What follows belongs to an exercise in optimizing a design on an open flow for small area, a short achievable clock period and few clock cycles per item; a production flow would make more cautious choices.
At most, simulation tests tie the RTL to the original design; equivalence was not proved.

// series_eval_engine
module series_eval_engine #(
    parameter int WIDTH = 16,
    parameter int TERMS = 4
) (
    input  logic             clk,
    input  logic             rst,
    input  logic             start,
    input  logic [WIDTH-1:0] x,
    input  logic             coef_wr,
    input  logic [2:0]       coef_addr,
    input  logic [WIDTH-1:0] coef_data,
    output logic             busy,
    output logic             done,
    output logic [WIDTH-1:0] result,
    output logic             ovf
);
Settings: LEC_CHECK=0, CAP_MARGIN=20, CORE_MARGIN=2, CORE_UTILIZATION=40, SETUP_SLACK_MARGIN=5, SLEW_MARGIN=20, SYNTH_HIERARCHICAL=1; clock period 11.0 ns.
run.sh (not shown) runs the stock make flow with config.mk's settings and CLKGATE_MAP_FILE= SYNTH_SCRIPT=/design/flow/synth_recipe.tcl, a recipe that flattens the netlist after the stock synthesis.
Next try:
--- a/flow/config.mk
+++ b/flow/config.mk
@@ -9,5 +9,4 @@
 export CORE_MARGIN = 2
 export CORE_UTILIZATION = 40
-export SETUP_SLACK_MARGIN = 5
 export SLEW_MARGIN = 20
 export SYNTH_HIERARCHICAL = 1
After rerunning: Global-route usage is unchanged; first-iteration DRC count is unchanged; clock-buffer cell count is unchanged.
No functional check of the RTL was part of any run of this note.

v52:
Another version of the RTL of series_eval_engine (not shown whole).
Size in the first run: roughly 410 flip-flops, ~58 I/O pins, roughly 0.062 mm2 of cells after synthesis.
==> flow/config.mk <==
export PLATFORM = sky130hd
export DESIGN_NAME = series_eval_engine
export DESIGN_NICKNAME = series_eval_engine
export VERILOG_FILES = /design/flow/design.v
export SDC_FILE = /design/flow/constraint.sdc
export NUM_CORES = 4
export LEC_CHECK = 0
export CAP_MARGIN = 20
export CORE_MARGIN = 2
export CORE_UTILIZATION = 65
export SLEW_MARGIN = 20
export SYNTH_HIERARCHICAL = 1
==> flow/constraint.sdc <==
create_clock -name core_clock -period 11.0 [get_ports {clk}]
set_input_delay 2.2000 -clock core_clock [delete_from_list [all_inputs] [get_ports {clk}]]
set_output_delay 2.2000 -clock core_clock [all_outputs]
set_load 0.01 [all_outputs]
Inputs modified between v52 and v43:
==> flow/flow/run.sh (new file) <==
#!/bin/bash
set -euo pipefail
export SETUP_SLACK_MARGIN=7
bash standard.sh > standard_flow.log 2>&1
==> flow/standard.sh (new file) <==
#!/bin/bash
# synth_recipe.tcl (not shown) runs the flow's synth.tcl, then flattens the netlist and writes it again
# the make line also repeats each setting of config.mk as NAME=value (left out here)
make -C /OpenROAD-flow-scripts/flow DESIGN_CONFIG=/design/flow/config.mk WORK_HOME=/design/flow/orfs CLKGATE_MAP_FILE= SYNTH_SCRIPT=/design/flow/synth_recipe.tcl "${@:-finish}"
removed: flow/run.sh
## What came out
- Total detailed-routing wirelength was lower in the run labelled v52.
- Relative to v52, the count of clock buffers in the final design measured on v43 has increased by a little under 10%.
- In the tables for v43 and v52, relative area change from synthesis to final layout reads higher with v43.
- v43 contains more vias than v52.
The inputs of v19 differ from those of v43 as listed below.
Settings: SLEW_MARGIN now 75, was 20; CAP_MARGIN now 50, was 20.
==> flow/run.sh (new file) <==
#!/bin/bash
# synth_recipe.tcl (not shown) runs the flow's synth.tcl, then flattens the netlist and writes it again
# the make line also repeats each setting of config.mk as NAME=value (left out here)
make -C /OpenROAD-flow-scripts/flow DESIGN_CONFIG=/design/flow/config.mk WORK_HOME=/design/flow/orfs CLKGATE_MAP_FILE= SYNTH_SCRIPT=/design/flow/synth_recipe.tcl finish
removed: flow/flow/run.sh
removed: flow/standard.sh
==> results.txt <==
v19 has completed all stages; timing, DRC and antenna checks passed. When v19 is measured against v43, its clock period minus worst slack turns out 0.32 ns higher. Compared with v43, in v19 count of buffers added by post-CTS timing repair for setup -660, clock network latency to the later pin of the worst-skew pair -0.05 ns, setup slack -0.32 ns. Signed area change from the synthesized netlist to the final layout, v19 and v43, higher one = v43. Summary of v19 over v43: number of global-route vias before repair has decreased.
No run of this note included a check of the RTL's function; only the layout flow was run.

Another version of the RTL of series_eval_engine (not shown whole).
Size: ~6100 cells after synthesis, ~930 flip-flops.
export LEC_CHECK = 0
export CAP_MARGIN = 50
export CORE_MARGIN = 2
export CORE_UTILIZATION = 65
export CTS_CLUSTER_DIAMETER = 60
export CTS_CLUSTER_SIZE = 40
export SLEW_MARGIN = 75
export SYNTH_HIERARCHICAL = 1
create_clock -name core_clock -period 11.0 [get_ports {clk}]
standard.sh (not shown) runs the stock make flow with config.mk's settings and CLKGATE_MAP_FILE= SYNTH_SCRIPT=/design/flow/synth_recipe.tcl, a recipe that flattens the netlist after the stock synthesis.
==> flow/flow/run.sh <==
#!/bin/bash
# The standard layout, except that the port buffers are buf_4 cells
# (buffer_ports otherwise picks a slow delay buffer, which then sets the
# period through the output paths).
set -euo pipefail
export BUFFER_PORTS_ARGS="-buffer_cell sky130_fd_sc_hd__buf_4"
bash standard.sh > standard_flow.log 2>&1
The first run went through all stages and came out clean.
Testbench counts at the start, summed over its fixed seeds: cycles 1,752, items 1,536.
Edit:
Settings changed: CTS_BUF_LIST set to sky130_fd_sc_hd__clkbuf_8, CTS_CLUSTER_DIAMETER 60 to unset, CTS_CLUSTER_SIZE 40 to 20.
The changed run finished clean.
Die area is unchanged.
Core utilization grows by 0.33 points.
Wire length grows by 0.77%.
Non-clock buffer count goes up by 2.
Cell area is higher by 0.47%.
Clock skew grows by 0.0033 ns.

Setup of harbor:
Another version of the RTL of series_eval_engine (not shown whole).
Size in the first run: roughly 5900 cells after synthesis, ~930 flip-flops, roughly 58 I/O pins, about 0.069 mm² of cells after synthesis.
clock: 11.0 ns
lec_check: 0
cap_margin: 40
core_margin: 2
core_utilization: 75
cts_cluster_diameter: 60
cts_cluster_size: 40
slew_margin: 60
synth_hierarchical: 1
Scripts as last shown in full above: flow/flow/run.sh
Testbench counts of harbor, summed over its fixed seeds: cycles 1,752, items 1,536.
Edits applied to the flow inputs when going from harbor to raven:
# harbor
export LEC_CHECK = 0
export CAP_MARGIN = 40
export CORE_MARGIN = 2
export CORE_UTILIZATION = 75
export CTS_CLUSTER_DIAMETER = 60
export CTS_CLUSTER_SIZE = 40
export SLEW_MARGIN = 60
export SYNTH_HIERARCHICAL = 1
create_clock -name core_clock -period 11.0 [get_ports {clk}]
# raven
export LEC_CHECK = 0
export CAP_MARGIN = 60
export CORE_MARGIN = 2
export CORE_UTILIZATION = 75
export CTS_CLUSTER_DIAMETER = 60
export CTS_CLUSTER_SIZE = 40
export SLEW_MARGIN = 85
export SYNTH_HIERARCHICAL = 1
create_clock -name core_clock -period 11.0 [get_ports {clk}]
[summary]
No run among harbor and raven stopped early or left any final violation; all are clean.
Compared with harbor, raven shows a lower critical path depth.
Summary of raven over harbor: area growth from synthesis to final layout increased 13 points; total wirelength of the detailed-routed design grew by 18%; setup slack went up.
Re boundary pin count: no difference whatsoever between raven and harbor.
Relative to raven, the following input files were edited for pepper:
# raven
export LEC_CHECK = 0
export CAP_MARGIN = 60
export CORE_MARGIN = 2
export CORE_UTILIZATION = 75
export CTS_CLUSTER_DIAMETER = 60
export CTS_CLUSTER_SIZE = 40
export SLEW_MARGIN = 85
export SYNTH_HIERARCHICAL = 1
create_clock -name core_clock -period 11.0 [get_ports {clk}]
# pepper
export LEC_CHECK = 0
export CAP_MARGIN = 50
export CORE_MARGIN = 2
export CORE_UTILIZATION = 75
export CTS_CLUSTER_DIAMETER = 100
export CTS_CLUSTER_SIZE = 30
export SLEW_MARGIN = 75
export SYNTH_HIERARCHICAL = 1
create_clock -name core_clock -period 11.0 [get_ports {clk}]
--- outcome ---
- pepper ends up with a clock latency at the later pin of the worst-skew pair that is 50 ps lower than in raven.
- Looking at number of nets at the end of the flow, pepper sits below raven.
- Against raven as the reference, pepper delivers a lower number of DRC markers in iteration 0.
- Routed wire in pepper totals less than in raven.
- pepper does better than raven on setup slack of the critical path after layout.
- pepper vs. raven: detailed-routing iteration count for the pre-antenna-repair pass went down by 3.
The following lists how garnet was set up differently from pepper:
# pepper
export LEC_CHECK = 0
export CAP_MARGIN = 50
export CORE_MARGIN = 2
export CORE_UTILIZATION = 75
export CTS_CLUSTER_DIAMETER = 100
export CTS_CLUSTER_SIZE = 30
export SLEW_MARGIN = 75
export SYNTH_HIERARCHICAL = 1
create_clock -name core_clock -period 11.0 [get_ports {clk}]
# garnet
export LEC_CHECK = 0
export CAP_MARGIN = 50
export CORE_MARGIN = 2
export CORE_UTILIZATION = 82
export CTS_CLUSTER_DIAMETER = 60
export CTS_CLUSTER_SIZE = 40
export SLEW_MARGIN = 75
export SYNTH_HIERARCHICAL = 1
create_clock -name core_clock -period 11.0 [get_ports {clk}]
- garnet finished end to end and its layout was clean on timing, DRC and antenna.
- On non-clock buffer count: garnet sits below pepper.
- The critical path start-end classification comes out reg -> reg in one run and reg -> out in the other, namely in garnet and pepper respectively.
- Number of rows in the core area down about 4.5% in garnet wrt pepper
Relative to garnet, the following input files were edited for amber:
# garnet
export LEC_CHECK = 0
export CAP_MARGIN = 50
export CORE_MARGIN = 2
export CORE_UTILIZATION = 82
export CTS_CLUSTER_DIAMETER = 60
export CTS_CLUSTER_SIZE = 40
export SLEW_MARGIN = 75
export SYNTH_HIERARCHICAL = 1
create_clock -name core_clock -period 11.0 [get_ports {clk}]
# amber
export LEC_CHECK = 0
export CAP_MARGIN = 50
export CORE_MARGIN = 2
export CORE_UTILIZATION = 65
export SLEW_MARGIN = 75
export SYNTH_HIERARCHICAL = 1
create_clock -name core_clock -period 11.0 [get_ports {clk}]
Results
- met3 track demand over resource for amber is lower than for garnet.
- | netlist area before placement | amber vs garnet | ≈ equal |
- Compared with garnet, amber shows a lower total routing resource utilization after global routing.
- amber ran to completion and came out clean on the timing, design-rule and antenna checks.
- amber vs. garnet: multi-input combinational cell area flat; final period demand of the worst path shows a reduction of 130 ps.
- Data arrival time of the worst path is lower on amber
- Met2 wire length, amber vs garnet: down by a few percent
- Maximum number of pins on one net before global-route repair: lower on garnet
Relative to amber, the following input files were edited for xenon:
# amber
export LEC_CHECK = 0
export CAP_MARGIN = 50
export CORE_MARGIN = 2
export CORE_UTILIZATION = 65
export SLEW_MARGIN = 75
export SYNTH_HIERARCHICAL = 1
create_clock -name core_clock -period 11.0 [get_ports {clk}]
# xenon
export LEC_CHECK = 0
export CAP_MARGIN = 50
export CORE_MARGIN = 2
export CORE_UTILIZATION = 75
export CTS_CLUSTER_DIAMETER = 60
export CTS_CLUSTER_SIZE = 40
export SLEW_MARGIN = 75
export SYNTH_HIERARCHICAL = 1
create_clock -name core_clock -period 11.0 [get_ports {clk}]
==> flow/flow/run.sh <==
#!/bin/bash
set -euo pipefail
export BUFFER_PORTS_ARGS="-buffer_cell sky130_fd_sc_hd__buf_4"
export SETUP_SLACK_MARGIN=7.75
bash standard.sh > standard_flow.log 2>&1
--- outcome ---
The maximum frequency of xenon and that of amber are within noise of each other.
Diff xenon..amber | multi-input combinational gate total | negligible
Delta (xenon minus amber): area added between synthesis and finish shows a reduction of 0.33 points; sequential portion of the cell area went up 0.20 points; final period demand of the worst path was more or less identical; clock-pin slew reported for the worst setup and hold paths after clock tree synthesis now larger.

series_eval_engine, a different RTL version from the one above (not shown whole).
Size: roughly 5900 cells after synthesis, about 960 flip-flops, roughly 58 I/O pins, roughly 0.074 mm2 of cells after synthesis.
==> flow/config.mk <==
export PLATFORM = sky130hd
export DESIGN_NAME = series_eval_engine
export DESIGN_NICKNAME = series_eval_engine
export VERILOG_FILES = /design/flow/design.v
export SDC_FILE = /design/flow/constraint.sdc
export NUM_CORES = 4
export LEC_CHECK = 0
export CAP_MARGIN = 20
export CORE_MARGIN = 2
export CORE_UTILIZATION = 65
export SLEW_MARGIN = 20
export SYNTH_HIERARCHICAL = 1
==> flow/constraint.sdc <==
create_clock -name core_clock -period 11.0 [get_ports {clk}]
set_input_delay 2.2000 -clock core_clock [delete_from_list [all_inputs] [get_ports {clk}]]
set_output_delay 2.2000 -clock core_clock [all_outputs]
set_load 0.01 [all_outputs]
==> flow/flow/run.sh <==
#!/bin/bash
# The standard layout, except that the port buffers are buf_4 cells
# (buffer_ports otherwise picks a slow delay buffer, which then sets the
# period through the output paths).
set -euo pipefail
export BUFFER_PORTS_ARGS="-buffer_cell sky130_fd_sc_hd__buf_4"
bash standard.sh > standard_flow.log 2>&1
The starting point completed without violations.
Then changed:
==> flow/run.sh (new file) <==
#!/bin/bash
# synth_recipe.tcl (not shown) runs the flow's synth.tcl, then flattens the netlist and writes it again
# the make line also repeats each setting of config.mk as NAME=value (left out here)
make -C /OpenROAD-flow-scripts/flow DESIGN_CONFIG=/design/flow/config.mk WORK_HOME=/design/flow/orfs CLKGATE_MAP_FILE= SYNTH_SCRIPT=/design/flow/synth_recipe.tcl finish
removed: flow/flow/run.sh
removed: flow/standard.sh
Result:
- The changed run completed without violations
- register-to-register slack improved by 60 ps
- sequential cell count does not change
- worst hold slack is worse by 6.7 ps
- wire length went down by 2.1%
- global-route usage came out lower by 0.85 points
- die area stays the same
Then changed:
==> flow/flow/run.sh (new file) <==
#!/bin/bash
# The standard layout, except that the port buffers are buf_4 cells
# (buffer_ports otherwise picks a slow delay buffer, which then sets the
# period through the output paths).
set -euo pipefail
export BUFFER_PORTS_ARGS="-buffer_cell sky130_fd_sc_hd__buf_4"
bash standard.sh > standard_flow.log 2>&1
==> flow/standard.sh (new file) <==
#!/bin/bash
# synth_recipe.tcl (not shown) runs the flow's synth.tcl, then flattens the netlist and writes it again
# the make line also repeats each setting of config.mk as NAME=value (left out here)
make -C /OpenROAD-flow-scripts/flow DESIGN_CONFIG=/design/flow/config.mk WORK_HOME=/design/flow/orfs CLKGATE_MAP_FILE= SYNTH_SCRIPT=/design/flow/synth_recipe.tcl "${@:-finish}"
Settings changed: CAP_MARGIN 20 to 50, SLEW_MARGIN 20 to 75.
removed: flow/run.sh
After rerunning: The new run went through all stages and came out clean; non-clock buffer count goes up by 58; cell area came out higher by 2.4%; count of clock-buffer cells in the layout climbs by 8.
No functional check of the RTL was part of any run of this note.

Another version of the RTL of series_eval_engine (not shown whole).
Size: about 6700 cells after synthesis, about 360 flip-flops, ~58 I/O pins.
make LEC_CHECK=0 CAP_MARGIN=20 CORE_MARGIN=2 CORE_UTILIZATION=40 SLEW_MARGIN=20 finish   # period 11.0 ns
run.sh (not shown) runs the stock make flow with config.mk's settings and CLKGATE_MAP_FILE= SYNTH_SCRIPT=/design/flow/synth_recipe.tcl, a recipe that flattens the netlist after the stock synthesis.
Stock flow here: none of the scripts above is used.
Testbench counts at the start, summed over its fixed seeds: cycles 1,712, items 1,536.
Change:
- SYNTH_HIERARCHICAL: default -> 1
First-iteration DRC count grows by roughly a tenth; design area came out lower by a few percent; core utilization goes down by 0.53 points; clock skew came out higher by 0.044 ns.

afterwards: timing with drivers on the ports:
In the flow no input, the clock included, has a driving cell. The finished layouts below were timed again as built, in two steps. Step 1, drivers: a clkbuf_16 drives clk and a buf_2 each remaining input, both assumed. Step 2 adds t to the input delays and takes it off the output delays; t is the mean of the earliest and latest rising clock arrival at the registers after step 1. Input paths then give back, and output paths get back, about the clock's delay inside the block. Slacks: ideal / step 1 / step 2; pairs: ideal / step 1.
run	shift t [ns]	setup WS [ns]	latest minus earliest clock arrival (ns)	worst data-port slew with drivers (ns)
the first run of note 1	0.697	5.304 / 5.304 / 5.304	0.077 / 0.078	0.08
the second run of note 1	0.697	5.304 / 5.304 / 5.304	0.077 / 0.078	0.08
v52	0.713	5.609 / 5.609 / 5.609	0.043 / 0.042	0.07
v43	0.736	6.214 / 6.214 / 6.214	0.059 / 0.060	0.07
v19	0.702	5.892 / 5.892 / 5.892	0.044 / 0.044	0.08
the first run of note 3	0.754	7.571 / 7.494 / 7.645	0.038 / 0.039	0.04
the second run of note 3	0.897	7.438 / 7.365 / 7.658	0.048 / 0.047	0.04
harbor	0.724	7.525 / 7.513 / 7.525	0.054 / 0.054	0.04
raven	0.756	7.551 / 7.477 / 7.600	0.053 / 0.053	0.06
pepper	0.706	7.605 / 7.533 / 7.672	0.048 / 0.048	0.04
garnet	0.746	7.429 / 7.429 / 7.429	0.065 / 0.065	0.05
amber	0.765	7.559 / 7.483 / 7.702	0.047 / 0.046	0.04
xenon	0.742	7.561 / 7.492 / 7.800	0.055 / 0.054	0.04
the first run of note 5	0.776	7.307 / 7.307 / 7.307	0.039 / 0.039	0.07
the second run of note 5	0.774	7.041 / 6.964 / 7.034	0.036 / 0.037	0.07
the third run of note 5	0.771	7.436 / 7.359 / 7.577	0.034 / 0.034	0.08
the first run of note 6	0.696	3.168 / 3.168 / 3.168	0.062 / 0.061	0.14
the second run of note 6	0.706	4.479 / 4.479 / 4.479	0.094 / 0.094	0.05
After both steps setup and hold are still met in every run listed. For the second run of note 5, which loses most, drivers alone change the setup slack by -0.077 ns; drivers and shift together by -0.007 ns. Setup slack includes reset recovery checks.
